This is an optimization exercise on Yosys and OpenROAD, whose aim is small area and a short achievable clock period, not a production implementation. In this exercise RTL edits were held to simulation tests only and were not proved equivalent to the original. No activity file was given, so power comes from the tool's default toggle rates.

==> design/flow/design.v <==
module ama_riscv_icache_resp #(
    parameter int unsigned SETS       = 16,
    parameter int unsigned LINE_WORDS = 4
) (
    input  logic                       clk,
    input  logic                       rst,
    input  logic                       imem_req_valid_i,
    output logic                       imem_req_ready_o,
    input  logic [31:0]                imem_req_data_i,
    output logic                       imem_rsp_valid_o,
    input  logic                       imem_rsp_ready_i,
    output logic [31:0]                imem_rsp_data_o,
    output logic                       mem_req_valid_o,
    input  logic                       mem_req_ready_i,
    output logic [31:0]                mem_req_data_o,
    input  logic                       mem_rsp_valid_i,
    output logic                       mem_rsp_ready_o,
    input  logic [32*LINE_WORDS-1:0]   mem_rsp_data_i,
    input  logic                       inv_all_i,
    output logic [31:0]                hit_cnt_o,
    output logic [31:0]                miss_cnt_o
);
    localparam int unsigned OFF_W  = $clog2(LINE_WORDS);
    localparam int unsigned IDX_W  = $clog2(SETS);
    localparam int unsigned TAG_W  = 32 - 2 - OFF_W - IDX_W;
    localparam int unsigned LINE_W = 32 * LINE_WORDS;
    logic               mreq_valid_q, mrsp_ready_q, refill_q, inv_pend_q;
    logic               rsp_valid_q;
    logic               acc_st_q;       
    logic               acc_free_q;     
    logic [SETS-1:0]    valid_q;
    logic [31:0]        hit_cnt_q, miss_cnt_q;
    logic [TAG_W-1:0]   addr_tag_q;
    logic [IDX_W-1:0]   addr_idx_q;
    logic [OFF_W-1:0]   addr_off_q;
    logic [31:0]        rsp_data_q;
    logic [TAG_W-1:0]   tag_q  [SETS];
    logic [LINE_W-1:0]  data_q [SETS];
    logic [TAG_W-1:0]   req_tag;
    logic [IDX_W-1:0]   req_idx;
    logic [OFF_W-1:0]   req_off;
    logic               unused_byte_off;
    assign req_tag         = imem_req_data_i[31 -: TAG_W];
    assign req_idx         = imem_req_data_i[2+OFF_W +: IDX_W];
    assign req_off         = imem_req_data_i[2 +: OFF_W];
    assign unused_byte_off = ^imem_req_data_i[1:0];
    logic req_ready, req_acc, lookup_hit, acc_hit, acc_miss;
    logic mreq_fire, mrsp_fire, rsp_hold;
    assign req_ready  = acc_free_q | (acc_st_q & imem_rsp_ready_i);
    assign req_acc    = imem_req_valid_i & req_ready;
    assign acc_hit    = req_acc & lookup_hit;
    assign acc_miss   = req_acc & ~lookup_hit;
    assign mreq_fire  = mreq_valid_q & mem_req_ready_i;
    assign mrsp_fire  = mrsp_ready_q & mem_rsp_valid_i;
    assign rsp_hold   = rsp_valid_q & ~imem_rsp_ready_i;
    logic [SETS-1:0]       idx_oh;
    logic [LINE_WORDS-1:0] off_oh;
    logic [31:0]           lookup_word, refill_word;
    always_comb begin
        for (int i = 0; i < int'(SETS); i++)
            idx_oh[i] = (req_idx == IDX_W'(i));
        for (int w = 0; w < int'(LINE_WORDS); w++)
            off_oh[w] = (req_off == OFF_W'(w));
        lookup_word = '0;
        for (int i = 0; i < int'(SETS); i++)
            for (int w = 0; w < int'(LINE_WORDS); w++)
                lookup_word = lookup_word |
                    ({32{idx_oh[i] & off_oh[w]}} & data_q[i][w*32 +: 32]);
        refill_word = mem_rsp_data_i[addr_off_q*32 +: 32];
    end
    logic [SETS-1:0] set_eq;
    always_comb begin
        for (int i = 0; i < int'(SETS); i++)
            set_eq[i] = valid_q[i] && (tag_q[i] == req_tag);
        lookup_hit = |(set_eq & idx_oh);
    end
    logic mreq_valid_d, mrsp_ready_d, refill_d, rsp_valid_d, acc_st_d;
    logic inv_clear;
    assign mreq_valid_d = acc_miss | (mreq_valid_q & ~mem_req_ready_i);
    assign mrsp_ready_d = mreq_fire | (mrsp_ready_q & ~mem_rsp_valid_i);
    assign refill_d     = mrsp_fire;
    assign rsp_valid_d  = acc_hit | mrsp_fire | (rsp_hold & ~acc_miss);
    assign acc_st_d     = ~(mreq_valid_d | mrsp_ready_d);
    assign inv_clear    = acc_st_q & (inv_all_i | (refill_q & inv_pend_q));
    always_ff @(posedge clk or posedge rst) begin
        if (rst) begin
            mreq_valid_q <= 1'b0;
            mrsp_ready_q <= 1'b0;
            refill_q     <= 1'b0;
            inv_pend_q   <= 1'b0;
            rsp_valid_q  <= 1'b0;
            acc_st_q     <= 1'b1;
            acc_free_q   <= 1'b1;
            valid_q      <= '0;
            hit_cnt_q    <= '0;
            miss_cnt_q   <= '0;
        end else begin
            mreq_valid_q <= mreq_valid_d;
            mrsp_ready_q <= mrsp_ready_d;
            refill_q     <= refill_d;
            inv_pend_q   <= ~refill_q & (inv_pend_q | (~acc_st_q & inv_all_i));
            rsp_valid_q  <= rsp_valid_d;
            acc_st_q     <= acc_st_d;
            acc_free_q   <= acc_st_d & ~rsp_valid_d;
            for (int i = 0; i < int'(SETS); i++) begin
                if (inv_clear)
                    valid_q[i] <= 1'b0;
                else if (mrsp_fire && addr_idx_q == IDX_W'(i))
                    valid_q[i] <= 1'b1;
            end
            if (acc_hit)
                hit_cnt_q <= hit_cnt_q + 32'd1;
            if (acc_miss)
                miss_cnt_q <= miss_cnt_q + 32'd1;
        end
    end
    always_ff @(posedge clk) begin
        if (acc_st_q) begin
            addr_tag_q <= req_tag;
            addr_idx_q <= req_idx;
            addr_off_q <= req_off;
        end
    end
    always_ff @(posedge clk) begin
        if (!rsp_hold)
            rsp_data_q <= mrsp_ready_q ? refill_word : lookup_word;
    end
    always_ff @(posedge clk) begin
        for (int i = 0; i < int'(SETS); i++) begin
            if (mrsp_ready_q && addr_idx_q == IDX_W'(i)) begin
                tag_q[i]  <= addr_tag_q;
                data_q[i] <= mem_rsp_data_i;
            end
        end
    end
    assign imem_req_ready_o = req_ready;
    assign imem_rsp_valid_o = rsp_valid_q;
    assign imem_rsp_data_o  = rsp_data_q;
    assign mem_req_valid_o  = mreq_valid_q;
    assign mem_req_data_o   = {addr_tag_q, addr_idx_q, (OFF_W+2)'(0)};
    assign mem_rsp_ready_o  = mrsp_ready_q;
    assign hit_cnt_o        = hit_cnt_q;
    assign miss_cnt_o       = miss_cnt_q;
endmodule
==> design/flow/run.sh <==
#!/bin/bash
# synth_recipe.tcl (not shown) runs the flow's synth.tcl, then flattens the netlist and writes it again
# the make line also repeats each setting of config.mk as NAME=value (left out here)
make -C /OpenROAD-flow-scripts/flow DESIGN_CONFIG=/design/flow/config.mk WORK_HOME=/design/flow/orfs CLKGATE_MAP_FILE= SYNTH_SCRIPT=/design/flow/synth_recipe.tcl finish
==> design/flow/config.mk <==
export PLATFORM = sky130hd
export DESIGN_NAME = ama_riscv_icache_resp
export DESIGN_NICKNAME = ama_riscv_icache_resp
export VERILOG_FILES = /design/flow/design.v
export SDC_FILE = /design/flow/constraint.sdc
export NUM_CORES = 4
export LEC_CHECK = 0
export CAP_MARGIN = 20
export CORE_MARGIN = 2
export CORE_UTILIZATION = 60
export CTS_BUF_LIST = sky130_fd_sc_hd__clkbuf_8 sky130_fd_sc_hd__clkbuf_16
export CTS_CLUSTER_DIAMETER = 80
export CTS_CLUSTER_SIZE = 24
export SETUP_SLACK_MARGIN = 1.4
export SLEW_MARGIN = 20
export TNS_END_PERCENT = 100
==> design/flow/constraint.sdc <==
create_clock -name core_clock -period 4.0 [get_ports {clk}]
set_input_delay 0.8000 -clock core_clock [delete_from_list [all_inputs] [get_ports {clk}]]
set_output_delay 0.8000 -clock core_clock [all_outputs]
set_load 0.01 [all_outputs]
==> results.py, run 1 <==
metrics = {
    "power_and_ir_drop": {
        "max-vdd-ir-drop_mv": 0.489,
        "total_power_mw": 54.3,
        "power_density_nw_per_um2": 468,
        "clkPwrFrac_pct": 28.4,
        "leakage_nw": 38.3,
        "p_comb_share_pct": 12.5,
        "internal-power_mw": 40.7,
        "pwr-share-seq_pct": 59.1,
        "switching_share_pct": 25.1,
        "p_sw_mw": 13.6,
    },
    "cells_and_area": {
        "drive_gt1_share_pct": 21.4,
        "final_cell_mix": "edfxtp_1, a22oi_1, buf_4, xnor2_1, buf_12",
        "layout_commonest_cell": "edfxtp_1",
        "final_cells": 8464,
        "final_cell_area_um2": 116000,
        "fillCellCount": 9629,
        "syn_to_final_growth_pct": 21.3,
        "finalNetCount": 6469,
        "fin_util_pct": 73.3,
    },
    "yosys": {
        "avgSynthCellArea_um2": 18.0,
        "synth_area_leaders": "edfxtp_1, a22oi_1, xnor2_1, dfrtp_1, nand4_1",
        "ys_ff_latch": 2581,
        "synth_edf_count": 2494,
        "async_flop_share_pct": 3.37,
        "synthFlopType": "edfxtp_1",
        "seq_area_frac_synth_pct": 80.5,
        "synthCells": 5319,
        "synth_top_area_cell": "edfxtp_1",
        "syn_area_um2": 95800,
        "synth_top_area_share_pct": 78.2,
        "yosys_warnings": 3,
        "ys_types": 50,
    },
    "timing": {
        "fin_skew_ns": 0.0341,
        "setup-tns-final_ns": 0,
        "max_slew_margin_pct": 20.0,
        "layout_setup_ws_ns": 1.07,
        "hold_viol_final": 0,
        "drv_slew": 0,
        "tightestPinTransition_ns": 1.20,
        "holdWs_ns": 0.308,
        "period_minus_slack_ns": 2.93,
        "fin_crit_sh_pct": 73.1,
        "rsz0062_at_grt": "yes",
        "setup_viol": 0,
        "max_freq_mhz": 342,
    },
    "global_routing": {
        "antenna_found_initial": 22,
        "grt_pass1_vias": 57363,
        "grt_pass1_wl_um": 475000,
        "grt_max_degree": 86,
        "grtUsageMet3_pct": 11.3,
        "grt_use_met1_pct": 59.7,
        "grt_use_total_pct": 43.0,
        "gr-total-overflow": 0,
        "use_met2_pct": 64.4,
        "grt_busiest_layer": "met2",
    },
    "min_path": {
        "hold_path_class": "primary input to async pin",
    },
    "clock_network": {
        "cts_buffer_depth": 3,
        "clock_sink_count": 2581,
        "cts_buffers": 134,
        "clk_pin_slew_worst_paths_ns": 0.09,
        "cts_root_buf": "clkbuf_16",
        "cts.htree.levels": 4,
        "clkLatencyLatePin_ns": 0.83,
        "cts_tree": "built",
    },
    "setup_path": {
        "required_ns": 4.75,
        "cp_max_fo": 7,
        "cp-end-kind": "flip-flop",
        "worstSetupStartpointType": "primary input",
        "worstSetupPathType": "primary input to flip-flop",
        "arrival_ns": 3.67,
    },
    "die": {
        "die_x_um": 404,
        "pin_count": 299,
        "dieArea_um2": 163000,
        "placementRows": 146,
        "core_um2": 158000,
        "die_h_um": 404,
        "initial_core_util_pct": 60.5,
    },
    "route": {
        "vias_per_cell": 7.30,
        "drtAntennaViolNets": 0,
        "firstDrtPassIters": 7,
        "dr.first_iter.drc_count": 11601,
        "wirelength_um": 353000,
        "dr_total_vias": 61774,
        "wl_per_cell_um": 41.7,
        "drc": 0,
    },
    "outcome": {
        "status": "no timing/DRC/antenna violations",
    },
    "place": {
        "place_congestion": 0.884,
        "placedCellCount": 7961,
        "pre_cts_slack_ns": -0.455,
        "hpwl_um": 196000,
        "placed_area_um2": 107000,
        "portBuffers": 292,
    },
    "job": {
        "drv_cap": 0,
    },
}
critical path, cell delays in order:
cell and delay [ns]:
dlygate4sd2_1 0.26, buf_12 0.15, buf_4 0.14, buf_4 0.14, xnor2_2 0.14, nand4_1 0.15
nor4_4 0.47, a22oi_2 0.11, nand4_1 0.20, buf_6 0.15, buf_6 0.09, buf_6 0.08
buf_6 0.10, o21ai_4 0.10, buf_6 0.16, buf_6 0.12, nor4_4 0.14, xor2_1 0.17
per-layer routing:
metal | up-vias | routed length (um)
met1 | 31525 | 122000
met3 | 977 | 52000
met5 | - | 75
met4 | 12 | 19100
li1 | 23566 | -
met2 | 5694 | 159000
final timing paths:
| check | startpoint | to | slack, ns | depth (start not counted) |
|---|---|---|---|---|
| max | imem_req_data_i[14] | hit_cnt_q[27] | 1.07 | 18 |
| min in group core_clock | imem_req_data_i[2] | addr_off_q[0] | 0.39 | 1 |
| max reg2reg | tag_q[3][16] | hit_cnt_q[27] | 1.12 | 15 |
| min reg2reg | refill_q | inv_pend_q | 0.44 | 1 |
| min | rst | hit_cnt_q[25] | 0.31 | 2 |
| max in group asynchronous | rst | miss_cnt_q[6] | 2.87 | 3 |
synth_stat cells (4+ instances only):
cell / count
or4_1: 23
or4b_1: 4
edfxtp_1: 2494
clkbuf_1: 175
buf_1: 52
a22oi_1: 833
a221oi_1: 70
nor2_1: 164
buf_2: 51
and4_1: 12
dfrtp_1: 85
a211oi_1: 4
a222oi_1: 20
a31oi_1: 14
and3_1: 15
nor3_1: 40
nand4_1: 215
buf_4: 5
nor4_1: 74
nand2_1: 192
inv_1: 14
nand2b_1: 5
xnor2_1: 348
nand4b_1: 5
or3_1: 5
mux4_2: 32
and2_1: 7
a2111oi_0: 12
nand4bb_1: 6
a22o_1: 77
nand3_1: 83
a21oi_1: 53
xor2_1: 98
registers in the layout (all words and copies together), names as in the netlist, 2 cells and up:
signal / flops
data_q: 2048
tag_q: 384
hit_cnt_q: 32
miss_cnt_q: 32
rsp_data_q: 32
addr_tag_q: 24
valid_q: 16
addr_idx_q: 4
addr_off_q: 2
power groups by stage:
stage          Sequential, mW  Combinational, mW  Clock (mW)
2_1_floorplan            33.0               1.91           0
3_3_place_gp             32.8               5.67           0
3_5_place_dp             32.8               5.71           0
4_1_cts                  32.1               6.40        15.3
5_1_grt                  32.2               6.91        16.2
6_report                 32.1               6.78        15.4
layout make-up:
| cell class | count | area (um2) | share of cell area, % |
|---|---|---|---|
| Clock inverter | 70 | 576 | 0.495 |
| Inverter | 15 | 60.1 | 0.0517 |
| Timing Repair Buffer | 1124 | 12600 | 10.9 |
| Clock buffer | 140 | 3500 | 3.02 |
| Multi-Input combinational cell | 2444 | 19700 | 16.9 |
| Tap cell | 2072 | 2590 | 2.23 |
| Sequential cell | 2581 | 77100 | 66.4 |
| Antenna cell | 18 | 45.0 | 0.0388 |
repair_timing:
| action | in CTS | in global routing |
|---|---|---|
| endpoints found under the setup margin | 351 | 682 |
| gates resized for setup | 379 | 182 |
| gates cloned | 15 | 4 |
| setup buffers | 193 | 63 |
| pin swaps | 87 | 131 |
| hold buffers | 0 | 0 |
kinds of logic after synthesis:
family	Yosys count	synth area share [%]
DFF	2581	80.5
AOI/OAI and AO/OA	1094	8.69
and+or+nand+nor	863	4.70
xor gates and xnor gates	446	4.08
buffers and inverters	298	1.25
muxes	34	0.776
adders and majority gates	2	0.0261
other	1	0.00392
==> inputs of run 2 (changes only) <==
--- a/design/flow/config.mk
+++ b/design/flow/config.mk
@@ -11,6 +11,4 @@
 export CTS_BUF_LIST = sky130_fd_sc_hd__clkbuf_8 sky130_fd_sc_hd__clkbuf_16
 export CTS_CLUSTER_DIAMETER = 80
-export CTS_CLUSTER_SIZE = 24
-export SETUP_SLACK_MARGIN = 1.4
+export CTS_CLUSTER_SIZE = 30
 export SLEW_MARGIN = 20
-export TNS_END_PERCENT = 100
==> results.py, run 2 <==
metrics = {
    "outcome": {
        "status": "no timing/DRC/antenna violations",
    },
    "yosys": {
        "ys_ff_latch": 2581,
        "seq_area_frac_synth_pct": 80.5,
        "avgSynthCellArea_um2": 18.0,
        "async_flop_share_pct": 3.37,
        "synth_top_area_cell": "edfxtp_1",
        "syn_area_um2": 95800,
        "yosys_warnings": 3,
        "synth_edf_count": 2494,
        "synth_area_leaders": "edfxtp_1, a22oi_1, xnor2_1, dfrtp_1, nand4_1",
        "synthCells": 5319,
        "synth_top_area_share_pct": 78.2,
        "synth.most_common_cell": "edfxtp_1",
        "synthFlopType": "edfxtp_1",
        "synthTopCellsByCount": "edfxtp_1, a22oi_1, xnor2_1, nand4_1, nand2_1",
        "ys_types": 50,
    },
    "clock_network": {
        "cts_buffers": 115,
        "clk_pin_slew_worst_paths_ns": 0.11,
        "cts_buffer_depth": 3,
        "clkLatencyLatePin_ns": 0.81,
        "cts_root_buf": "clkbuf_16",
        "hold_buffers": 0,
        "clock_sink_count": 2581,
        "cts_resized": 0,
        "cts.htree.levels": 3,
        "cts_setup_buffers": 0,
        "cts_tree": "built",
    },
    "setup_path": {
        "arrival_ns": 4.26,
        "crit_slowest_cell": "or4_4",
        "cp-end-kind": "flip-flop",
        "worstSetupStartpointType": "primary input",
        "regToRegSetupSlack_ns": 0.93,
        "r2r-start": "tag_q[6][19]",
        "cp_max_fo": 15,
        "rr_worst_depth": 12,
        "cp_cell_sequence": "clkdlybuf4s50_1 > buf_4 > or4_4 > or4_1 > nor3_1 > a22oi_1 > nand4_1 > buf_4 > o21ai_2 > buf_12 > buf_12 > nor3_1 > xor2_1",
        "r2r_end": "miss_cnt_q[27]",
        "required_ns": 4.72,
        "worstSetupPathType": "primary input to flip-flop",
        "cp_slowest_stage_delay_ns": 0.58,
    },
    "route": {
        "vias_per_cell": 7.29,
        "dr_total_vias": 59454,
        "wirelength_um": 337000,
        "dr.first_iter.drc_count": 10387,
        "firstDrtPassIters": 6,
        "drc": 0,
        "wl_per_cell_um": 41.3,
        "drtAntennaViolNets": 0,
    },
    "place": {
        "place_congestion": 0.888,
        "placedCellCount": 7946,
        "portBuffers": 292,
        "hpwl_um": 193000,
        "pre_cts_slack_ns": -0.362,
    },
    "power_and_ir_drop": {
        "internal-power_mw": 39.7,
        "pwr-share-seq_pct": 60.6,
        "power_density_nw_per_um2": 480,
        "p_comb_share_pct": 11.0,
        "p_sw_mw": 13.4,
        "leakage_nw": 35.4,
        "max-vdd-ir-drop_mv": 0.433,
        "clkPwrFrac_pct": 28.5,
        "switching_share_pct": 25.2,
    },
    "die": {
        "pin_count": 299,
        "core_um2": 158000,
        "dieArea_um2": 163000,
        "die_x_um": 404,
        "placementRows": 146,
        "initial_core_util_pct": 60.5,
        "die_h_um": 404,
    },
    "job": {
        "drv_cap": 0,
    },
    "cells_and_area": {
        "drive_gt1_share_pct": 14.3,
        "reg.largest.list": "data_q (2048), tag_q (384)",
        "syn_to_final_growth_pct": 15.7,
        "layout_commonest_cell": "edfxtp_1",
        "fin_util_pct": 70.0,
        "largest_reg_flops": 2048,
        "finalNetCount": 6160,
        "fillCellCount": 10262,
        "final_cells": 8159,
        "top_register": "data_q",
        "final_cell_mix": "edfxtp_1, a22oi_1, buf_4, xnor2_1, clkdlybuf4s50_1",
    },
    "timing": {
        "period_minus_slack_ns": 3.54,
        "setup-tns-final_ns": 0,
        "holdWs_ns": 0.409,
        "fin_crit_sh_pct": 88.5,
        "hold_viol_final": 0,
        "fin_skew_ns": 0.0507,
        "drv_slew": 0,
        "max_slew_margin_pct": 21.0,
        "max_freq_mhz": 282,
        "setup_viol": 0,
        "rsz0062_at_grt": "no",
        "layout_setup_ws_ns": 0.458,
        "tightestPinTransition_ns": 1.19,
    },
    "global_routing": {
        "grt_use_total_pct": 41.3,
        "gr-total-overflow": 0,
        "grt_pass1_wl_um": 458000,
        "grt_max_degree": 104,
        "antenna_found_initial": 21,
        "grt_pass1_vias": 55222,
    },
    "min_path": {
        "hold_path_class": "primary input to async pin",
    },
}
[run 2: per-stage QoR]
stage | power, mW | cell area (um2)
after floorplan | 34.9 | 96000
after global placement | 38.4 | 107000
after detailed placement | 38.5 | 107000
after CTS | 53.0 | 111000
after global routing | 54.3 | 111000
final | 53.1 | 111000
[run 2: worst max path at each step]
stage | cells past startpoint | start | end
2_1_floorplan | 5 | mrsp_ready_q | data_q[1][0]
6_report | 13 | imem_req_data_i[4] | hit_cnt_q[11]
5_1_grt | 13 | imem_req_data_i[5] | hit_cnt_q[11]
3_5_place_dp | 14 | imem_req_data_i[6] | miss_cnt_q[31]
3_3_place_gp | 13 | imem_req_data_i[4] | hit_cnt_q[11]
4_1_cts | 14 | imem_req_data_i[6] | miss_cnt_q[31]
[run 2: routing by layer]
layer	vias up	global-route usage [%]	share of wire (%)
met5	-	0	0.010
met4	6	18.2	5.0
met3	823	9.69	14
met2	5095	62.7	46
met1	30561	58.0	36
li1	22969	-	-
[run 2: cell families after synthesis]
| kind of cell | share of synthesized area, % |
|---|---|
| fa+ha+maj | 0.0261 |
| buf+inv | 1.25 |
| flops | 80.5 |
| xor+xnor | 4.08 |
| mux | 0.776 |
| simple gates | 4.70 |
| other cells | 0.00392 |
| compound gates | 8.69 |
[run 2: final cells by class]
class	instances	area, um2	share of cell area (%)
antenna	17	42.5	0.0384
clock buffer	120	2990	2.70
clock inverter	76	1010	0.911
inverter	15	60.1	0.0542
multi-input combinational	2443	18100	16.4
sequential	2581	77100	69.6
tap	2072	2590	2.34
timing repair buffer	835	8880	8.01
[run 2: critical path: cells and delay by family]
kind | cells | cell delay, ns
AOI/OAI and AO/OA | 2 | 0.19
and+or+nand+nor | 5 | 1.87
xor gates and xnor gates | 1 | 0.16
buffers and inverters | 5 | 1.24
[run 2: power by group through the flow]
stage                     registers (mW)  clock network [mW]  logic [mW]
after floorplan                     33.0                   0        1.91
after global placement              32.7                   0        5.70
after detailed placement            32.8                   0        5.73
after CTS                           32.2                15.1        5.75
after global routing                32.3                16.0        5.98
final                               32.2                15.1        5.84
==> inputs of run 3 (changes only) <==
--- a/design/flow/config.mk
+++ b/design/flow/config.mk
@@ -11,4 +11,6 @@
 export CTS_BUF_LIST = sky130_fd_sc_hd__clkbuf_8 sky130_fd_sc_hd__clkbuf_16
 export CTS_CLUSTER_DIAMETER = 80
-export CTS_CLUSTER_SIZE = 30
+export CTS_CLUSTER_SIZE = 24
+export SETUP_SLACK_MARGIN = 1.9
 export SLEW_MARGIN = 20
+export TNS_END_PERCENT = 5
==> results.py, run 3 <==
metrics = {
    "yosys": {
        "seq_area_frac_synth_pct": 80.5,
        "synth_area_leaders": "edfxtp_1, a22oi_1, xnor2_1, dfrtp_1, nand4_1",
        "ys_ff_latch": 2581,
        "synth_top_area_cell": "edfxtp_1",
        "syn_area_um2": 95800,
        "synth_edf_count": 2494,
        "synthFlopType": "edfxtp_1",
        "synth.most_common_cell": "edfxtp_1",
        "synth_top_area_share_pct": 78.2,
        "yosys_warnings": 3,
        "synthCells": 5319,
        "synthTopCellsByCount": "edfxtp_1, a22oi_1, xnor2_1, nand4_1, nand2_1",
        "ys_types": 50,
        "avgSynthCellArea_um2": 18.0,
        "async_flop_share_pct": 3.37,
    },
    "setup_path": {
        "worstSetupStartpointType": "primary input",
        "worstSetupPathType": "primary input to flip-flop",
        "critPathLaunch": "imem_req_data_i[4]",
        "rr_worst_depth": 14,
        "r2r-start": "tag_q[8][18]",
        "required_ns": 4.73,
        "cp_max_fo": 7,
        "r2r_end": "miss_cnt_q[28]",
        "cp-end-kind": "flip-flop",
        "arrival_ns": 3.48,
        "regToRegSetupSlack_ns": 1.27,
        "critPathCapture": "miss_cnt_q[28]",
    },
    "place": {
        "place_congestion": 0.885,
        "hpwl_um": 201000,
        "placed_area_um2": 108000,
        "portBuffers": 292,
        "pre_cts_slack_ns": -0.305,
        "placedCellCount": 8002,
    },
    "die": {
        "dieArea_um2": 163000,
        "pin_count": 299,
        "die_h_um": 404,
        "initial_core_util_pct": 60.5,
        "core_um2": 158000,
        "placementRows": 146,
        "die_x_um": 404,
    },
    "timing": {
        "setup_viol": 0,
        "fin_skew_ns": 0.0487,
        "max_slew_margin_pct": 19.4,
        "rsz0062_at_grt": "yes",
        "drv_slew": 0,
        "layout_setup_ws_ns": 1.25,
        "fin_crit_sh_pct": 68.9,
        "period_minus_slack_ns": 2.75,
        "setup-tns-final_ns": 0,
        "max_freq_mhz": 363,
        "tightestPinTransition_ns": 1.21,
        "hold_viol_final": 0,
    },
    "cells_and_area": {
        "finalNetCount": 6649,
        "largest_reg_flops": 2048,
        "final_cells": 8625,
        "syn_to_final_growth_pct": 23.9,
        "reg.largest.list": "data_q (2048), tag_q (384)",
        "final_cell_mix": "edfxtp_1, a22oi_1, buf_4, xnor2_1, buf_12",
        "layout_commonest_cell": "edfxtp_1",
        "top_register": "data_q",
        "seq_area_um2": 77100,
        "fillCellCount": 9415,
        "multi_input_area_um2": 20000,
        "drive_gt1_share_pct": 25.3,
        "final_cell_area_um2": 119000,
    },
    "clock_network": {
        "cts_buffer_depth": 3,
        "clock_sink_count": 2581,
        "cts_buffers": 130,
        "clkLatencyLatePin_ns": 0.83,
        "clk_pin_slew_worst_paths_ns": 0.10,
        "cts_root_buf": "clkbuf_16",
        "cts.htree.levels": 4,
        "cts_tree": "built",
    },
    "min_path": {
        "hold_path_class": "primary input to flip-flop",
    },
    "global_routing": {
        "grt_pass1_vias": 58242,
        "gr-total-overflow": 0,
        "grt_use_total_pct": 44.0,
        "grt_max_degree": 102,
        "antenna_found_initial": 20,
        "grt_pass1_wl_um": 486000,
    },
    "job": {
        "drv_cap": 0,
    },
    "route": {
        "wirelength_um": 358000,
        "vias_per_cell": 7.25,
        "drtAntennaViolNets": 0,
        "dr_total_vias": 62536,
        "firstDrtPassIters": 6,
        "dr.first_iter.drc_count": 11164,
        "drc": 0,
        "wl_per_cell_um": 41.6,
    },
    "power_and_ir_drop": {
        "max-vdd-ir-drop_mv": 0.518,
        "power_density_nw_per_um2": 455,
        "leakage_nw": 39.6,
        "total_power_mw": 54.0,
    },
    "outcome": {
        "status": "no timing/DRC/antenna violations",
    },
}
==> run 3: cell counts after synthesis <==
No cell type changed its count.
==> run 3: layer usage <==
layer  wire length, um  track usage [%]
met5               186                0
met4             20300             20.2
met3             55100             12.9
met2            161000             65.7
met1            122000             60.5
==> run 3: where the power goes <==
group | internal, mW | total, mW | switching (mW)
Sequential | 31.6 | 32.1 | 0.559
Clock | 6.43 | 14.9 | 8.50
Combinational | 2.48 | 6.95 | 4.47
Total | 40.5 | 54.0 | 13.5
==> run 3: worst max-delay path, stage by stage <==
cell	delay [ns]
buf_12	0.11
buf_8	0.12
or4b_4	0.58
nor4_4	0.30
buf_4	0.16
and3_4	0.19
a22oi_2	0.07
nand4_1	0.15
buf_6	0.16
buf_6	0.10
nor3_4	0.04
buf_12	0.14
buf_12	0.13
buf_16	0.13
nand3_1	0.10
xnor2_1	0.16
==> run 3: final cells by class <==
cell class              instances  share of cell area (%)
well taps                    2072                    2.19
clock inverters                57                   0.399
clock buffers                 134                    2.83
repair buffers               1308                    12.7
multi-input cells            2444                    16.9
inverters                      15                  0.0506
flip-flops and latches       2581                    65.0
diodes                         14                  0.0295
==> run 3: timing repair <==
item | 4_1_cts | 5_1_grt
resized for setup | 696 | 162
cloned | 36 | 0
hold buffers | 0 | 0
setup endpoints to repair | 2689 | 2354
buffers inserted | 305 | 77
pin swaps | 288 | 71
==> run 3: worst min path at each step <==
stage | start | end | depth (start not counted)
6_report | imem_req_data_i[2] | addr_off_q[0] | 1
5_1_grt | imem_req_data_i[2] | addr_off_q[0] | 1
4_1_cts | imem_req_data_i[2] | addr_off_q[0] | 1
3_5_place_dp | refill_q | inv_pend_q | 1
3_3_place_gp | refill_q | inv_pend_q | 1
2_1_floorplan | refill_q | inv_pend_q | 1
==> run 3: cell families after synthesis <==
| group | count (synthesis) | share of synthesized area, % |
|---|---|---|
| and+or+nand+nor | 863 | 4.70 |
| muxes | 34 | 0.776 |
| xor gates and xnor gates | 446 | 4.08 |
| buffers and inverters | 298 | 1.25 |
| DFF | 2581 | 80.5 |
| AOI/OAI and AO/OA | 1094 | 8.69 |
| adders and majority gates | 2 | 0.0261 |
| other | 1 | 0.00392 |
==> run 3: per-stage QoR <==
| step | util [%] | hold slack, ns |
|---|---|---|
| floorplan | - | 0.404 |
| global placement | 68.0 | 0.412 |
| detailed placement | 68.0 | 0.416 |
| CTS | 74.4 | 0.228 |
| global route | 74.9 | 0.234 |
| finish | 74.9 | 0.270 |
==> inputs of run 4 (changes only) <==
--- a/design/flow/config.mk
+++ b/design/flow/config.mk
@@ -12,5 +12,5 @@
 export CTS_CLUSTER_DIAMETER = 80
 export CTS_CLUSTER_SIZE = 24
-export SETUP_SLACK_MARGIN = 1.9
+export SETUP_SLACK_MARGIN = 2.5
 export SLEW_MARGIN = 20
 export TNS_END_PERCENT = 5
==> results.py, run 4 <==
metrics = {
    "outcome": {
        "status": "no timing/DRC/antenna violations",
    },
    "cells_and_area": {
        "final_cells": 8598,
        "layout_commonest_cell": "edfxtp_1",
        "drive_gt1_share_pct": 24.4,
        "syn_to_final_growth_pct": 23.7,
        "final_cell_area_um2": 118000,
        "multi_input_area_um2": 20000,
        "final_cell_mix": "edfxtp_1, a22oi_1, buf_4, xnor2_1, buf_12",
        "reg.largest.list": "data_q (2048), tag_q (384)",
        "top_register": "data_q",
        "largest_reg_flops": 2048,
        "seq_area_um2": 77100,
        "fillCellCount": 9414,
        "finalNetCount": 6623,
    },
    "clock_network": {
        "cts_tree": "built",
        "clock_sink_count": 2581,
        "cts_buffer_depth": 3,
        "clkLatencyLatePin_ns": 0.82,
        "cts_buffers": 130,
        "cts.htree.levels": 4,
        "clk_pin_slew_worst_paths_ns": 0.10,
        "cts_root_buf": "clkbuf_16",
    },
    "yosys": {
        "syn_area_um2": 95800,
        "ys_types": 50,
        "yosys_warnings": 3,
        "synth_top_area_share_pct": 78.2,
        "synthTopCellsByCount": "edfxtp_1, a22oi_1, xnor2_1, nand4_1, nand2_1",
        "synthFlopType": "edfxtp_1",
        "synth_area_leaders": "edfxtp_1, a22oi_1, xnor2_1, dfrtp_1, nand4_1",
        "seq_area_frac_synth_pct": 80.5,
        "avgSynthCellArea_um2": 18.0,
        "synth_top_area_cell": "edfxtp_1",
        "synth.most_common_cell": "edfxtp_1",
        "synth_edf_count": 2494,
        "ys_ff_latch": 2581,
        "async_flop_share_pct": 3.37,
        "synthCells": 5319,
    },
    "power_and_ir_drop": {
        "pwr-share-seq_pct": 59.3,
        "leakage_nw": 39.5,
        "clkPwrFrac_pct": 27.6,
        "max-vdd-ir-drop_mv": 0.515,
        "switching_share_pct": 25.1,
        "p_comb_share_pct": 13.1,
        "power_density_nw_per_um2": 457,
        "p_sw_mw": 13.6,
        "total_power_mw": 54.2,
        "internal-power_mw": 40.6,
    },
    "die": {
        "die_x_um": 404,
        "initial_core_util_pct": 60.5,
        "pin_count": 299,
        "core_um2": 158000,
        "die_h_um": 404,
        "dieArea_um2": 163000,
        "placementRows": 146,
    },
    "place": {
        "hpwl_um": 201000,
        "portBuffers": 292,
        "placedCellCount": 8002,
        "placed_area_um2": 108000,
        "place_congestion": 0.885,
    },
    "route": {
        "drtAntennaViolNets": 0,
        "wl_per_cell_um": 41.7,
        "dr.first_iter.drc_count": 11744,
        "dr_total_vias": 62325,
        "firstDrtPassIters": 7,
        "vias_per_cell": 7.25,
        "drc": 0,
        "wirelength_um": 359000,
    },
    "global_routing": {
        "grt_max_degree": 102,
        "antenna_found_initial": 15,
        "grt_pass1_vias": 57991,
        "grt_use_total_pct": 43.7,
        "grt_pass1_wl_um": 483000,
        "gr-total-overflow": 0,
    },
    "timing": {
        "setup-tns-final_ns": 0,
        "tightestPinTransition_ns": 1.22,
        "holdWs_ns": 0.268,
        "fin_skew_ns": 0.0421,
        "drv_slew": 0,
        "setup_viol": 0,
        "period_minus_slack_ns": 2.71,
        "max_slew_margin_pct": 18.7,
        "hold_viol_final": 0,
        "fin_crit_sh_pct": 67.7,
        "rsz0062_at_grt": "yes",
        "max_freq_mhz": 369,
    },
    "min_path": {
        "min_from": "imem_req_data_i[2]",
        "hold_path_class": "primary input to flip-flop",
    },
    "setup_path": {
        "critPathCapture": "rsp_data_q[5]",
        "arrival_ns": 3.27,
        "regToRegSetupSlack_ns": 1.34,
        "r2r_end": "miss_cnt_q[30]",
        "worstSetupStartpointType": "primary input",
        "rr_worst_depth": 14,
        "cp_max_fo": 7,
        "worstSetupPathType": "primary input to flip-flop",
        "cp-end-kind": "flip-flop",
        "r2r-start": "tag_q[4][1]",
        "required_ns": 4.57,
        "critPathLaunch": "imem_req_data_i[4]",
    },
    "job": {
        "drv_cap": 0,
    },
}
[run 4: cell counts after synthesis]
No cell type changed its count.
[run 4: worst min path at each step]
stage / endpoint / slack (ns) / depth (start not counted)
after floorplan: inv_pend_q / 0.40 / 1
after global placement: inv_pend_q / 0.41 / 1
after detailed placement: inv_pend_q / 0.42 / 1
after CTS: addr_off_q[0] / 0.23 / 1
after global routing: addr_off_q[0] / 0.23 / 1
final: addr_off_q[0] / 0.27 / 1
[run 4: area by class of cell]
type                            count  area share (%)
Antenna cell                       13          0.0275
Clock buffer                      134            2.83
Clock inverter                     57           0.399
Inverter                           15          0.0507
Multi-Input combinational cell   2443            16.9
Sequential cell                  2581            65.1
Tap cell                         2072            2.19
Timing Repair Buffer             1283            12.6
[run 4: timing repair]
| item | in CTS | in global routing |
|---|---|---|
| endpoints found under the hold margin | 0 | 0 |
| hold buffers | 0 | 0 |
| resized for setup | 651 | 123 |
| pin swaps | 241 | 81 |
| setup endpoints to repair | 2710 | 2725 |
| gates cloned | 28 | 8 |
| buffers inserted | 308 | 48 |
[run 4: layer usage]
layer	up-vias	GRT usage [%]	wire length (um)
li1	23883	-	-
met1	31848	60.3	122000
met2	5558	65.8	162000
met3	1022	12.4	54600
met4	14	19.7	20000
met5	-	0	87
[run 4: kinds of logic (layout without fill, tap and decap cells)]
family | Yosys count | count (layout) | synth area share (%)
AO/OA/AOI/OAI | 1094 | 1094 | 8.69
XOR/XNOR | 446 | 446 | 4.08
adder cells (fa/ha/maj) | 2 | 2 | 0.0261
multiplexers | 34 | 34 | 0.776
buffers and inverters | 298 | 1489 | 1.25
other | 1 | 17 | 0.00392
AND/OR/NAND/NOR | 863 | 863 | 4.70
flip-flops | 2581 | 2581 | 80.5
[run 4: per-stage QoR]
step           setup slack, ns  util, %
3_5_place_dp            -0.305     68.0
5_1_grt                   1.26     74.8
3_3_place_gp            -0.321     68.0
2_1_floorplan            -1.34        -
6_report                  1.29     74.8
4_1_cts                   1.39     74.1
[run 4: critical path: stages]
cell      delay (ns)
buf_8           0.09
buf_6           0.12
buf_6           0.12
nand4b_1        0.21
buf_6           0.20
nor2_4          0.07
buf_12          0.17
buf_12          0.17
buf_4           0.18
a22oi_1         0.23
nand4_1         0.25
nor4_4          0.42
buf_4           0.17
nor2_2          0.04
[run 4: power by group through the flow]
stage	logic, mW	clock network, mW	registers [mW]
final	7.07	15.0	32.1
after floorplan	1.91	0	33.0
after global routing	7.18	15.7	32.2
after CTS	6.79	14.8	32.1
after detailed placement	5.67	0	32.9
after global placement	5.63	0	32.9
==> inputs of run 5 (changes only) <==
==> design/flow/config.mk (replaced) <==
export PLATFORM = sky130hd
export DESIGN_NAME = ama_riscv_icache_resp
export DESIGN_NICKNAME = ama_riscv_icache_resp
export VERILOG_FILES = /design/flow/design.v
export SDC_FILE = /design/flow/constraint.sdc
export NUM_CORES = 4
export LEC_CHECK = 0
export CAP_MARGIN = 20
export CORE_MARGIN = 2
export CORE_UTILIZATION = 40
export SLEW_MARGIN = 20
==> results.py, run 5 <==
metrics = {
    "power_and_ir_drop": {
        "max-vdd-ir-drop_mv": 0.376,
        "total_power_mw": 62.9,
        "leakage_nw": 38.1,
        "power_density_nw_per_um2": 535,
    },
    "clock_network": {
        "cts_setup_buffers": 0,
        "hold_buffers": 0,
        "clkLatencyLatePin_ns": 0.95,
        "cts.htree.levels": 5,
        "cts_root_buf": "clkbuf_16",
        "clk_pin_slew_worst_paths_ns": 0.06,
        "cts_buffers": 279,
        "cts_resized": 0,
        "clock_sink_count": 2581,
        "cts_tree": "built",
        "cts_buffer_depth": 4,
    },
    "setup_path": {
        "critPathLaunch": "addr_tag_q[23]",
        "rr_worst_depth": 11,
        "crit_slowest_cell": "edfxtp_1",
        "cp_max_fo": 17,
        "r2r_end": "hit_cnt_q[19]",
        "worstSetupStartpointType": "flip-flop",
        "worstSetupPathType": "flip-flop to output pin",
        "arrival_ns": 2.75,
        "cp_num_buf_inv": 1,
        "cp_cell_sequence": "clkdlybuf4s50_1",
        "r2r-start": "tag_q[14][3]",
        "crit_family": "flip-flops",
        "required_ns": 3.20,
        "cp_slowest_stage_delay_ns": 1.12,
        "cp-end-kind": "output pin",
        "regToRegSetupSlack_ns": 0.87,
    },
    "cells_and_area": {
        "final_cells": 9612,
        "syn_to_final_growth_pct": 22.6,
        "layout_commonest_cell": "edfxtp_1",
        "reg.largest.list": "data_q (2048), tag_q (384)",
        "finalNetCount": 6411,
        "top_register": "data_q",
        "final_cell_mix": "edfxtp_1, a22oi_1, buf_4, xnor2_1, clkdlybuf4s50_1",
        "fillCellCount": 19525,
        "largest_reg_flops": 2048,
        "drive_gt1_share_pct": 17.4,
    },
    "die": {
        "die_h_um": 493,
        "dieArea_um2": 243000,
        "initial_core_util_pct": 40.2,
        "core_um2": 238000,
        "placementRows": 179,
        "pin_count": 299,
        "die_x_um": 493,
    },
    "place": {
        "placedCellCount": 9128,
        "portBuffers": 292,
        "hpwl_um": 211000,
        "place_congestion": 0.892,
    },
    "route": {
        "drtAntennaViolNets": 0,
        "dr_total_vias": 60673,
        "drc": 0,
        "wl_per_cell_um": 37.1,
        "vias_per_cell": 6.31,
        "dr.first_iter.drc_count": 10051,
        "wirelength_um": 356000,
        "firstDrtPassIters": 7,
    },
    "timing": {
        "max_freq_mhz": 282,
        "rsz0062_at_grt": "no",
        "max_slew_margin_pct": 20.5,
        "period_minus_slack_ns": 3.55,
        "hold_viol_final": 0,
        "fin_skew_ns": 0.106,
        "drv_slew": 0,
        "fin_crit_sh_pct": 88.7,
        "setup_viol": 0,
        "tightestPinTransition_ns": 1.19,
    },
    "yosys": {
        "synth.most_common_cell": "edfxtp_1",
        "syn_area_um2": 95800,
        "avgSynthCellArea_um2": 18.0,
        "seq_area_frac_synth_pct": 80.5,
        "synthFlopType": "edfxtp_1",
        "synth_top_area_share_pct": 78.2,
        "async_flop_share_pct": 3.37,
        "synth_top_area_cell": "edfxtp_1",
        "synthCells": 5319,
        "ys_ff_latch": 2581,
        "synthTopCellsByCount": "edfxtp_1, a22oi_1, xnor2_1, nand4_1, nand2_1",
        "synth_edf_count": 2494,
        "synth_area_leaders": "edfxtp_1, a22oi_1, xnor2_1, dfrtp_1, nand4_1",
        "ys_types": 50,
        "yosys_warnings": 3,
    },
    "global_routing": {
        "grt_pass1_wl_um": 485000,
        "grt_pass1_vias": 57776,
        "grt_max_degree": 101,
        "antenna_found_initial": 22,
        "grt_use_total_pct": 28.8,
        "gr-total-overflow": 0,
    },
    "job": {
        "drv_cap": 0,
    },
    "min_path": {
        "hold_path_class": "primary input to async pin",
    },
    "outcome": {
        "status": "no timing/DRC/antenna violations",
    },
}
-- run 5: cell count changes in the layout (fill, tap and decap cells not counted), moves of 67 or more --
cell and delta:
buf_6 -98, a22oi_2 -67, buf_4 -105, clkdlybuf4s50_1 +84
clkbuf_16 +146, buf_12 -107, a22oi_1 +67
-- run 5: logic make-up after synthesis --
family,after synthesis,synth area share (%)
xor+xnor,446,4.08
other cells,1,0.00392
fa+ha+maj,2,0.0261
mux,34,0.776
simple gates,863,4.70
buf+inv,298,1.25
flops,2581,80.5
compound gates,1094,8.69
-- run 5: how the worst max path moves through the flow --
stage,end,slack (ns),depth (start not counted)
global placement,hit_cnt_q[19],-0.35,12
floorplan,data_q[1][0],-1.34,5
finish,mem_req_data_o[31],0.45,1
detailed placement,hit_cnt_q[19],-0.38,12
CTS,mem_req_data_o[31],0.44,1
global route,hit_cnt_q[19],0.24,12
-- run 5: cell type report --
cell class,count,area [um2],share of cell area (%)
Clock buffer,342,7380,6.28
Timing Repair Buffer,922,9680,8.24
Tap cell,3167,3960,3.37
Antenna cell,14,35.0,0.0298
Multi-Input combinational cell,2443,18100,15.5
Inverter,15,60.1,0.0511
Clock inverter,128,1110,0.946
Sequential cell,2581,77100,65.6
-- run 5: metrics by stage --
stage | area (um2) | setup TNS, ns | setup WS [ns] | hold WS, ns | utilization, %
floorplan | 96000 | -769.01 | -1.34 | 0.404 | -
global placement | 109000 | -10.91 | -0.353 | 0.416 | 45.8
detailed placement | 109000 | -14.04 | -0.376 | 0.411 | 45.8
CTS | 117000 | 0 | 0.442 | 0.230 | 49.3
global route | 117000 | 0 | 0.238 | 0.296 | 49.3
finish | 117000 | 0 | 0.451 | 0.253 | 49.3
-- run 5: where the power goes --
part           internal, mW  switching (mW)
registers              31.6           0.695
clock network          14.3            10.4
logic                  1.86            4.00
-- run 5: metal layers --
layer	share of wire (%)	GRT usage, %	up-vias
met3	13	7.37	968
met2	45	44.1	4909
li1	-	-	23588
met5	0.028	0	-
met4	5.4	13.4	14
met1	36	38.5	31194
==> inputs of run 6 (changes only) <==
--- a/design/flow/config.mk
+++ b/design/flow/config.mk
@@ -8,4 +8,10 @@
 export CAP_MARGIN = 20
 export CORE_MARGIN = 2
-export CORE_UTILIZATION = 40
+export CORE_UTILIZATION = 72
+export CTS_BUF_LIST = sky130_fd_sc_hd__clkbuf_8 sky130_fd_sc_hd__clkbuf_16
+export CTS_CLUSTER_DIAMETER = 60
+export CTS_CLUSTER_SIZE = 30
+export PLACE_DENSITY = 0.78
+export SETUP_SLACK_MARGIN = 2.2
 export SLEW_MARGIN = 20
+export TNS_END_PERCENT = 100
==> results.py, run 6 <==
metrics = {
    "yosys": {
        "synthCells": 5319,
        "synth_top_area_cell": "edfxtp_1",
        "synth-xor-area-share_pct": 4.08,
        "async_flop_share_pct": 3.37,
        "synthTopCellsByCount": "edfxtp_1, a22oi_1, xnor2_1, nand4_1, nand2_1",
        "synth_top_area_share_pct": 78.2,
        "yosys_warnings": 3,
        "synth-adder-area-share_pct": 0.0261,
        "synth-compound-area-share_pct": 8.69,
        "avgSynthCellArea_um2": 18.0,
        "seq_area_frac_synth_pct": 80.5,
        "synthSimpleGateAreaFrac_pct": 4.70,
        "synth_area_leaders": "edfxtp_1, a22oi_1, xnor2_1, dfrtp_1, nand4_1",
        "synth_edf_count": 2494,
        "ys_types": 50,
        "ys_ff_latch": 2581,
        "synth.most_common_cell": "edfxtp_1",
        "synth_top_family_by_area": "compound AO/OA/AOI/OAI gates",
        "synthFlopType": "edfxtp_1",
        "syn_area_um2": 95800,
        "muxShareOfSynthArea_pct": 0.776,
    },
    "clock_network": {
        "cts_buffers": 142,
        "cts.htree.levels": 4,
        "hold_buffers": 0,
        "clock_sink_count": 2581,
        "cts_buffer_depth": 3,
        "cts_root_buf": "clkbuf_16",
        "cts_setup_buffers": 714,
        "cts_resized": 1945,
    },
    "die": {
        "pin_count": 299,
        "die_x_um": 369,
        "placementRows": 133,
        "initial_core_util_pct": 72.7,
        "die_h_um": 369,
    },
    "place": {
        "pre_cts_slack_ns": -0.307,
        "hpwl_um": 180000,
        "place_congestion": 0.925,
        "placed_area_um2": 106000,
        "portBuffers": 292,
    },
    "outcome": {
        "firstError": "[ERROR DPL-0038] Utilization greater than 100%, impossible to legalize",
        "failing_step": "clock tree synthesis",
        "status": "did not finish",
    },
}
## run 6: how the worst min path moves through the flow
stage                     slack, ns  startpoint          to
after floorplan                0.40    refill_q  inv_pend_q
after global placement         0.41    refill_q  inv_pend_q
after detailed placement       0.42    refill_q  inv_pend_q
## run 6: power by group through the flow
stage,sequential [mW],combinational [mW],clock [mW]
3_5_place_dp,32.9,5.42,0
3_3_place_gp,32.8,5.34,0
2_1_floorplan,33.0,1.91,0
## run 6: cell families after synthesis
| group | after synthesis |
|---|---|
| flip-flops | 2581 |
| AO/OA/AOI/OAI | 1094 |
| AND/OR/NAND/NOR | 863 |
| XOR/XNOR | 446 |
| buffers and inverters | 298 |
| multiplexers | 34 |
| adder cells (fa/ha/maj) | 2 |
| other | 1 |
## run 6: metrics by stage
stage                     power (mW)  instances
after floorplan                 34.9       5322
after global placement          38.1       7562
after detailed placement        38.3       7562
==> inputs of run 7 (changes only) <==
==> design/flow/flow/run.sh (new file) <==
#!/bin/bash
# The standard layout (the standard.sh, unchanged synthesis and steps), except that
# the port buffers that global placement inserts are plain buffers (buf_2) rather than
# the cell buffer_ports picks by default (a slow delay buffer).
set -euo pipefail
export BUFFER_PORTS_ARGS="-buffer_cell sky130_fd_sc_hd__buf_2"
bash standard.sh finish > standard_flow.log 2>&1
==> design/flow/standard.sh (new file) <==
#!/bin/bash
# synth_recipe.tcl (not shown) runs the flow's synth.tcl, then flattens the netlist and writes it again
# the make line also repeats each setting of config.mk as NAME=value (left out here)
make -C /OpenROAD-flow-scripts/flow DESIGN_CONFIG=/design/flow/config.mk WORK_HOME=/design/flow/orfs CLKGATE_MAP_FILE= SYNTH_SCRIPT=/design/flow/synth_recipe.tcl "${@:-finish}"
==> design/flow/config.mk (replaced) <==
export PLATFORM = sky130hd
export DESIGN_NAME = ama_riscv_icache_resp
export DESIGN_NICKNAME = ama_riscv_icache_resp
export VERILOG_FILES = /design/flow/design.v
export SDC_FILE = /design/flow/constraint.sdc
export NUM_CORES = 4
export LEC_CHECK = 0
export CAP_MARGIN = 20
export CORE_MARGIN = 2
export CORE_UTILIZATION = 66
export CTS_BUF_LIST = sky130_fd_sc_hd__clkbuf_8 sky130_fd_sc_hd__clkbuf_16
export CTS_CLUSTER_DIAMETER = 80
export CTS_CLUSTER_SIZE = 24
export SETUP_SLACK_MARGIN = 2.5
export SLEW_MARGIN = 20
export TNS_END_PERCENT = 5
removed: design/flow/run.sh
==> results.py, run 7 <==
metrics = {
    "route": {
        "drc": 0,
        "dr_total_vias": 62567,
        "vias_per_cell": 7.63,
        "dr.first_iter.drc_count": 12813,
        "wirelength_um": 350000,
        "wl_per_cell_um": 42.7,
        "firstDrtPassIters": 8,
        "drtAntennaViolNets": 0,
    },
    "clock_network": {
        "cts_buffers": 121,
        "clk_pin_slew_worst_paths_ns": 0.09,
        "clkLatencyLatePin_ns": 0.83,
        "hold_buffers": 0,
        "cts_buffer_depth": 3,
        "clock_sink_count": 2581,
        "cts.htree.levels": 3,
        "cts_root_buf": "clkbuf_16",
        "cts_tree": "built",
    },
    "cells_and_area": {
        "multi_input_area_um2": 19900,
        "final_cells": 8198,
        "seq_area_um2": 77100,
        "largest_reg_flops": 2048,
        "reg.largest.list": "data_q (2048), tag_q (384)",
        "fin_util_pct": 79.4,
        "fillCellCount": 7459,
        "layout_commonest_cell": "edfxtp_1",
        "syn_to_final_growth_pct": 19.2,
        "finalNetCount": 6374,
        "drive_gt1_share_pct": 24.8,
        "top_register": "data_q",
        "final_cell_mix": "edfxtp_1, a22oi_1, buf_4, xnor2_1, buf_2",
        "final_cell_area_um2": 114000,
    },
    "die": {
        "placementRows": 139,
        "initial_core_util_pct": 66.6,
        "die_x_um": 385,
        "core_um2": 144000,
        "dieArea_um2": 148000,
        "pin_count": 299,
        "die_h_um": 385,
    },
    "timing": {
        "max_slew_margin_pct": 25.4,
        "fin_skew_ns": 0.0500,
        "fin_crit_sh_pct": 67.2,
        "hold_viol_final": 0,
        "drv_slew": 0,
        "period_minus_slack_ns": 2.69,
        "setup_viol": 0,
        "tightestPinTransition_ns": 1.12,
        "rsz0062_at_grt": "yes",
        "holdWs_ns": 0.0601,
        "max_freq_mhz": 372,
    },
    "place": {
        "placed_area_um2": 103000,
        "placedCellCount": 7612,
        "portBuffers": 292,
        "place_congestion": 0.906,
        "hpwl_um": 183000,
    },
    "yosys": {
        "synth-compound-area-share_pct": 8.69,
        "synth_top_area_cell": "edfxtp_1",
        "muxShareOfSynthArea_pct": 0.776,
        "synth_area_leaders": "edfxtp_1, a22oi_1, xnor2_1, dfrtp_1, nand4_1",
        "syn_area_um2": 95800,
        "synth-xor-area-share_pct": 4.08,
        "async_flop_share_pct": 3.37,
        "seq_area_frac_synth_pct": 80.5,
        "synthFlopType": "edfxtp_1",
        "synthSimpleGateAreaFrac_pct": 4.70,
        "synthCells": 5319,
        "avgSynthCellArea_um2": 18.0,
        "synthTopCellsByCount": "edfxtp_1, a22oi_1, xnor2_1, nand4_1, nand2_1",
        "synth_edf_count": 2494,
        "synth.most_common_cell": "edfxtp_1",
        "synth_top_area_share_pct": 78.2,
        "ys_types": 50,
        "synth_top_family_by_area": "compound AO/OA/AOI/OAI gates",
        "ys_ff_latch": 2581,
        "yosys_warnings": 3,
        "synth-adder-area-share_pct": 0.0261,
    },
    "power_and_ir_drop": {
        "total_power_mw": 52.4,
        "leakage_nw": 37.8,
        "power_density_nw_per_um2": 459,
        "max-vdd-ir-drop_mv": 0.454,
    },
    "global_routing": {
        "grt_max_degree": 92,
        "grt_use_total_pct": 46.9,
        "grt_pass1_vias": 57215,
        "gr-total-overflow": 0,
        "grt_pass1_wl_um": 468000,
        "antenna_found_initial": 38,
    },
    "job": {
        "drv_cap": 0,
    },
    "setup_path": {
        "worstSetupPathType": "primary input to flip-flop",
        "regToRegSetupSlack_ns": 1.33,
        "arrival_ns": 3.42,
        "cp_max_fo": 7,
        "worstSetupStartpointType": "primary input",
        "required_ns": 4.73,
        "cp-end-kind": "flip-flop",
    },
    "min_path": {
        "hold_path_class": "primary input to async pin",
    },
    "outcome": {
        "status": "no timing/DRC/antenna violations",
    },
}
-- run 7: repair_timing --
action	CTS	global route
gates cloned	31	11
endpoints found under the hold margin	0	0
resized for setup	354	227
endpoints found under the setup margin	2702	2703
setup buffers	261	70
pin swaps	177	151
-- run 7: final cells by class --
cell class | instances | area share, %
antenna | 45 | 0.0987
sequential | 2581 | 67.5
clock inverter | 45 | 0.309
multi-input combinational | 2445 | 17.5
tap | 1903 | 2.09
inverter | 15 | 0.0526
clock buffer | 123 | 2.70
timing repair buffer | 1041 | 9.77
-- run 7: metal layers --
metal  wire length (um)  vias to the layer above  part of all wire (%)  track usage (%)
li1                   -                    23393                     -                -
met1             109000                    30813                    31             62.6
met2             153000                     6896                    44             67.4
met3              62400                     1445                    18             16.9
met4              25900                       20                   7.4             27.0
met5                150                        -                 0.043                0
-- run 7: metrics by stage --
step	setup slack, ns	TNS (ns)
3_5_place_dp	0.0246	0
5_1_grt	1.29	0
2_1_floorplan	-1.34	-815.94
3_3_place_gp	0.0552	0
6_report	1.31	0
4_1_cts	1.40	0
-- run 7: worst max-delay path, stage by stage --
cell and delay [ns]:
buf_12 0.12, or4b_4 0.56, or4_4 0.55, nor3_2 0.22
a22oi_1 0.11, nand4_1 0.13, buf_6 0.14, buf_6 0.10
nor3_4 0.03, buf_12 0.14, buf_12 0.13, clkbuf_16 0.17
nand3_2 0.07, xnor2_1 0.13
-- run 7: cell families after synthesis --
family / Yosys count
AO/OA/AOI/OAI: 1094
XOR/XNOR: 446
adder cells (fa/ha/maj): 2
buffers and inverters: 298
flip-flops: 2581
multiplexers: 34
other: 1
AND/OR/NAND/NOR: 863
-- run 7: worst paths after layout --
path | from | cells after the start | end
setup / recovery | imem_req_data_i[4] | 14 | miss_cnt_q[10]
hold / removal | rst | 2 | hit_cnt_q[30]
setup reg to reg | tag_q[11][3] | 13 | miss_cnt_q[10]
hold reg to reg | refill_q | 1 | inv_pend_q
max in group asynchronous | rst | 3 | miss_cnt_q[9]
min in group core_clock | imem_req_data_i[3] | 1 | addr_off_q[1]
-- run 7: report_power, final --
part	internal, mW	switching [mW]
Clock	5.75	8.23
Sequential	31.6	0.588
Combinational	1.99	4.28
Total	39.3	13.1
==> inputs of run 8 (changes only) <==
--- a/design/flow/config.mk
+++ b/design/flow/config.mk
@@ -8,9 +8,9 @@
 export CAP_MARGIN = 20
 export CORE_MARGIN = 2
-export CORE_UTILIZATION = 66
+export CORE_UTILIZATION = 60
 export CTS_BUF_LIST = sky130_fd_sc_hd__clkbuf_8 sky130_fd_sc_hd__clkbuf_16
 export CTS_CLUSTER_DIAMETER = 80
 export CTS_CLUSTER_SIZE = 24
-export SETUP_SLACK_MARGIN = 2.5
+export SETUP_SLACK_MARGIN = 1.9
 export SLEW_MARGIN = 20
 export TNS_END_PERCENT = 5
==> results.py, run 8 <==
metrics = {
    "timing": {
        "fin_crit_sh_pct": 68.4,
        "max_freq_mhz": 366,
        "hold_viol_final": 0,
        "period_minus_slack_ns": 2.74,
        "setup_viol": 0,
        "drv_slew": 0,
        "rsz0062_at_grt": "yes",
        "setup-tns-final_ns": 0,
        "max_slew_margin_pct": 31.9,
        "holdWs_ns": 0.0138,
        "tightestPinTransition_ns": 1.02,
        "fin_skew_ns": 0.0273,
    },
    "yosys": {
        "synth_edf_count": 2494,
        "async_flop_share_pct": 3.37,
        "synth_area_leaders": "edfxtp_1, a22oi_1, xnor2_1, dfrtp_1, nand4_1",
        "synthTopCellsByCount": "edfxtp_1, a22oi_1, xnor2_1, nand4_1, nand2_1",
        "synthFlopType": "edfxtp_1",
        "synth.most_common_cell": "edfxtp_1",
        "ys_types": 50,
        "synth_top_area_share_pct": 78.2,
        "seq_area_frac_synth_pct": 80.5,
        "avgSynthCellArea_um2": 18.0,
        "synth_top_area_cell": "edfxtp_1",
        "yosys_warnings": 3,
        "ys_ff_latch": 2581,
        "syn_area_um2": 95800,
        "synthCells": 5319,
    },
    "setup_path": {
        "cp_slowest_stage_delay_ns": 0.57,
        "crit_family": "simple AND/OR/NAND/NOR gates",
        "cp_num_buf_inv": 6,
        "arrival_ns": 3.47,
        "required_ns": 4.73,
        "crit_slowest_cell": "or4_4",
        "cp_cell_sequence": "buf_12 > or4_4 > or4_4 > nor3_4 > a22oi_1 > nand4_1 > buf_6 > buf_4 > nor3_4 > buf_12 > buf_12 > buf_16 > nand3_2 > xnor2_1",
        "worstSetupPathType": "primary input to flip-flop",
        "critPathMostFrequentCell": "buf_12",
        "cp-end-kind": "flip-flop",
        "regToRegSetupSlack_ns": 1.27,
        "worstSetupStartpointType": "primary input",
        "cp_max_fo": 8,
    },
    "route": {
        "wirelength_um": 353000,
        "drc": 0,
        "drtAntennaViolNets": 0,
        "dr.first_iter.drc_count": 11609,
        "vias_per_cell": 7.41,
        "wl_per_cell_um": 42.9,
        "dr_total_vias": 61021,
        "firstDrtPassIters": 8,
    },
    "clock_network": {
        "clk_pin_slew_worst_paths_ns": 0.10,
        "cts.htree.levels": 4,
        "clock_sink_count": 2581,
        "cts_buffers": 134,
        "cts_tree": "built",
        "cts_root_buf": "clkbuf_16",
        "clkLatencyLatePin_ns": 0.83,
        "cts_buffer_depth": 3,
    },
    "die": {
        "pin_count": 299,
        "dieArea_um2": 163000,
        "core_um2": 158000,
        "die_x_um": 404,
        "die_h_um": 404,
        "initial_core_util_pct": 60.5,
        "placementRows": 146,
    },
    "power_and_ir_drop": {
        "p_sw_mw": 13.5,
        "internal-power_mw": 40.3,
        "max-vdd-ir-drop_mv": 0.517,
        "power_density_nw_per_um2": 477,
        "p_comb_share_pct": 11.3,
        "clkPwrFrac_pct": 28.9,
        "pwr-share-seq_pct": 59.8,
        "switching_share_pct": 25.1,
        "leakage_nw": 36.9,
    },
    "cells_and_area": {
        "syn_to_final_growth_pct": 17.6,
        "final_cell_area_um2": 113000,
        "top_register": "data_q",
        "finalNetCount": 6243,
        "reg.largest.list": "data_q (2048), tag_q (384)",
        "largest_reg_flops": 2048,
        "final_cells": 8231,
        "final_cell_mix": "edfxtp_1, a22oi_1, xnor2_1, buf_4, buf_2",
        "drive_gt1_share_pct": 23.1,
        "fillCellCount": 9974,
        "layout_commonest_cell": "edfxtp_1",
    },
    "place": {
        "placed_area_um2": 104000,
        "portBuffers": 292,
        "place_congestion": 0.882,
        "placedCellCount": 7779,
        "hpwl_um": 189000,
    },
    "min_path": {
        "hold_path_class": "primary input to async pin",
    },
    "global_routing": {
        "gr-total-overflow": 0,
        "antenna_found_initial": 38,
        "grt_use_total_pct": 42.7,
        "grt_pass1_wl_um": 470000,
        "grt_max_degree": 88,
        "grt_pass1_vias": 55119,
    },
    "outcome": {
        "status": "no timing/DRC/antenna violations",
    },
    "job": {
        "drv_cap": 0,
    },
}
## run 8: worst paths after layout
kind | from | to | cells past startpoint
worst max register to register | tag_q[6][10] | miss_cnt_q[9] | 13
worst min register to register | refill_q | inv_pend_q | 1
worst max-delay path | imem_req_data_i[7] | miss_cnt_q[9] | 14
max in group asynchronous | rst | miss_cnt_q[8] | 3
worst min-delay path | rst | hit_cnt_q[29] | 2
min in group core_clock | mem_req_ready_i | mrsp_ready_q | 2
## run 8: logic make-up (layout without fill, tap and decap cells)
family                   Yosys count  count (layout)  synth area share [%]
AO/OA/AOI/OAI                   1094            1094                  8.69
XOR/XNOR                         446             446                  4.08
adder cells (fa/ha/maj)            2               2                0.0261
buffers and inverters            298            1115                  1.25
flip-flops                      2581            2581                  80.5
multiplexers                      34              34                 0.776
other                              1              23               0.00392
AND/OR/NAND/NOR                  863             864                  4.70
## run 8: power by group through the flow
stage | Combinational, mW | Clock [mW] | Sequential [mW]
2_1_floorplan | 1.91 | 0 | 33.0
3_3_place_gp | 5.03 | 0 | 32.9
3_5_place_dp | 5.06 | 0 | 32.9
4_1_cts | 5.65 | 15.5 | 32.1
5_1_grt | 6.20 | 16.3 | 32.2
6_report | 6.09 | 15.5 | 32.2
## run 8: timing repair
item / in CTS / in global routing
setup buffers: 119 / 87
gates cloned: 17 / 8
endpoints found under the setup margin: 2690 / 2399
hold buffers: 0 / 0
gates resized for setup: 224 / 248
pin swaps: 131 / 129
## run 8: per-layer routing
metal / part of all wire (%) / up-vias / global-route usage [%]
met3: 15 / 1030 / 10.8
met1: 34 / 31214 / 59.8
met5: 0.079 / - / 0
li1: - / 23135 / -
met2: 45 / 5606 / 64.1
met4: 5.7 / 36 / 19.1
## run 8: cell type report
type / instances / area, um2 / area share [%]
clock buffers: 140 / 3500 / 3.11
repair buffers: 898 / 9120 / 8.10
inverters: 15 / 60.1 / 0.0533
diodes: 19 / 47.5 / 0.0422
multi-input cells: 2444 / 19700 / 17.5
well taps: 2072 / 2590 / 2.30
flip-flops and latches: 2581 / 77100 / 68.4
clock inverters: 62 / 596 / 0.529
## run 8: metrics by stage
stage	total power, mW	util [%]	setup WS [ns]
after floorplan	34.9	-	-1.34
after global placement	37.9	65.5	0.152
after detailed placement	38.0	65.5	0.0818
after CTS	53.2	69.7	1.31
after global routing	54.8	71.1	1.22
final	53.8	71.1	1.26
==> inputs of run 9 (changes only) <==
--- a/design/flow/config.mk
+++ b/design/flow/config.mk
@@ -10,6 +10,6 @@
 export CORE_UTILIZATION = 60
 export CTS_BUF_LIST = sky130_fd_sc_hd__clkbuf_8 sky130_fd_sc_hd__clkbuf_16
-export CTS_CLUSTER_DIAMETER = 80
-export CTS_CLUSTER_SIZE = 24
+export CTS_CLUSTER_DIAMETER = 100
+export CTS_CLUSTER_SIZE = 30
 export SETUP_SLACK_MARGIN = 1.9
 export SLEW_MARGIN = 20
==> results.py, run 9 <==
metrics = {
    "outcome": {
        "status": "no timing/DRC/antenna violations",
    },
    "setup_path": {
        "required_ns": 4.69,
        "crit_family": "simple AND/OR/NAND/NOR gates",
        "worstSetupStartpointType": "primary input",
        "cp_max_fo": 5,
        "arrival_ns": 3.41,
        "critPathLaunch": "imem_req_data_i[7]",
        "cp_num_buf_inv": 5,
        "worstSetupPathType": "primary input to flip-flop",
        "cp_slowest_stage_delay_ns": 0.54,
        "cp-end-kind": "flip-flop",
        "r2r-start": "tag_q[11][3]",
        "cp_cell_sequence": "buf_12 > or4b_4 > or4_4 > nor3_2 > buf_4 > a22oi_2 > nand4_1 > buf_12 > o21ai_4 > buf_12 > buf_8 > nand3b_1 > xnor2_1",
    },
    "clock_network": {
        "cts.htree.levels": 3,
        "cts_root_buf": "clkbuf_16",
        "cts_buffer_depth": 3,
        "clkLatencyLatePin_ns": 0.81,
        "clk_pin_slew_worst_paths_ns": 0.12,
        "clock_sink_count": 2581,
    },
    "power_and_ir_drop": {
        "total_power_mw": 50.5,
        "power_density_nw_per_um2": 456,
        "leakage_nw": 36.1,
        "max-vdd-ir-drop_mv": 0.489,
    },
    "yosys": {
        "yosys_warnings": 3,
        "syn_area_um2": 95800,
        "synth.most_common_cell": "edfxtp_1",
        "synth_edf_count": 2494,
        "avgSynthCellArea_um2": 18.0,
        "ys_ff_latch": 2581,
        "seq_area_frac_synth_pct": 80.5,
        "synth_top_area_cell": "edfxtp_1",
        "synthFlopType": "edfxtp_1",
        "async_flop_share_pct": 3.37,
        "synth_top_area_share_pct": 78.2,
    },
    "timing": {
        "hold_viol_final": 0,
        "holdWs_ns": 0.0254,
        "period_minus_slack_ns": 2.71,
        "drv_slew": 0,
        "rsz0062_at_grt": "yes",
        "setup-tns-final_ns": 0,
        "fin_skew_ns": 0.0447,
        "max_freq_mhz": 368,
        "max_slew_margin_pct": 29.0,
    },
    "cells_and_area": {
        "fin_util_pct": 70.1,
        "final_cells": 8143,
        "reg.largest.list": "data_q (2048), tag_q (384)",
        "drive_gt1_share_pct": 21.6,
        "largest_reg_flops": 2048,
    },
    "route": {
        "vias_per_cell": 7.41,
        "dr_total_vias": 60324,
        "wl_per_cell_um": 43.2,
        "drtAntennaViolNets": 0,
        "dr.first_iter.drc_count": 11547,
        "wirelength_um": 352000,
        "drc": 0,
        "firstDrtPassIters": 6,
    },
    "place": {
        "place_congestion": 0.882,
        "placedCellCount": 7779,
        "portBuffers": 292,
        "pre_cts_slack_ns": 0.0818,
        "placed_area_um2": 104000,
    },
    "global_routing": {
        "gr-total-overflow": 0,
        "grt_max_degree": 88,
        "antenna_found_initial": 39,
        "grt_use_total_pct": 42.7,
    },
    "die": {
        "placementRows": 146,
        "die_h_um": 404,
        "dieArea_um2": 163000,
        "core_um2": 158000,
        "initial_core_util_pct": 60.5,
    },
    "job": {
        "drv_cap": 0,
    },
}
-- run 9: logic make-up after synthesis --
| logic type | Yosys count | synth area share (%) |
|---|---|---|
| compound gates | 1094 | 8.69 |
| xor+xnor | 446 | 4.08 |
| fa+ha+maj | 2 | 0.0261 |
| buf+inv | 298 | 1.25 |
| flops | 2581 | 80.5 |
| mux | 34 | 0.776 |
| other cells | 1 | 0.00392 |
| simple gates | 863 | 4.70 |
-- run 9: report_power, final --
group / internal (mW) / total (mW) / switching, mW
logic: 1.73 / 5.93 / 4.20
registers: 31.6 / 32.2 / 0.587
clock network: 4.45 / 12.5 / 8.01
-- run 9: layout make-up --
| class | instances | area, um2 | share of cell area, % |
|---|---|---|---|
| Tap cell | 2072 | 2590 | 2.34 |
| Clock inverter | 26 | 231 | 0.209 |
| Multi-Input combinational cell | 2444 | 19500 | 17.6 |
| Antenna cell | 21 | 52.6 | 0.0474 |
| Timing Repair Buffer | 888 | 9060 | 8.17 |
| Clock buffer | 96 | 2400 | 2.17 |
| Sequential cell | 2581 | 77100 | 69.5 |
| Inverter | 15 | 60.1 | 0.0541 |
-- run 9: repair_timing --
| action | CTS | global route |
|---|---|---|
| hold buffers | 0 | 0 |
| cloned | 20 | 4 |
| hold endpoints to repair | 0 | 0 |
| setup buffers | 155 | 42 |
| gates resized for setup | 261 | 174 |
| endpoints found under the setup margin | 2690 | 2270 |
| pin swaps | 141 | 87 |
-- run 9: metal layers --
layer | global-route usage (%) | wire length (um) | up-vias
li1 | - | - | 22952
met3 | 10.9 | 51500 | 1044
met5 | 0.387 | 253 | -
met1 | 59.6 | 122000 | 30780
met2 | 63.7 | 157000 | 5520
met4 | 20.4 | 20800 | 28
-- run 9: worst register-to-register path: stages, from the launching register on --
cell	delay, ns
edfxtp_1	0.40
xnor2_1	0.17
nand4_1	0.35
nor4_2	0.42
a22oi_1	0.15
nand4_1	0.24
buf_12	0.16
o21ai_4	0.10
buf_12	0.16
buf_8	0.13
nand3b_1	0.17
xnor2_1	0.15
-- run 9: worst paths after layout --
kind	endpoint	cells after the start	slack, ns
hold reg to reg	inv_pend_q	1	0.43
setup / recovery	hit_cnt_q[15]	13	1.29
max in group asynchronous	miss_cnt_q[14]	3	3.12
setup reg to reg	hit_cnt_q[15]	11	1.31
hold / removal	hit_cnt_q[30]	2	0.03
min in group core_clock	mrsp_ready_q	2	0.26
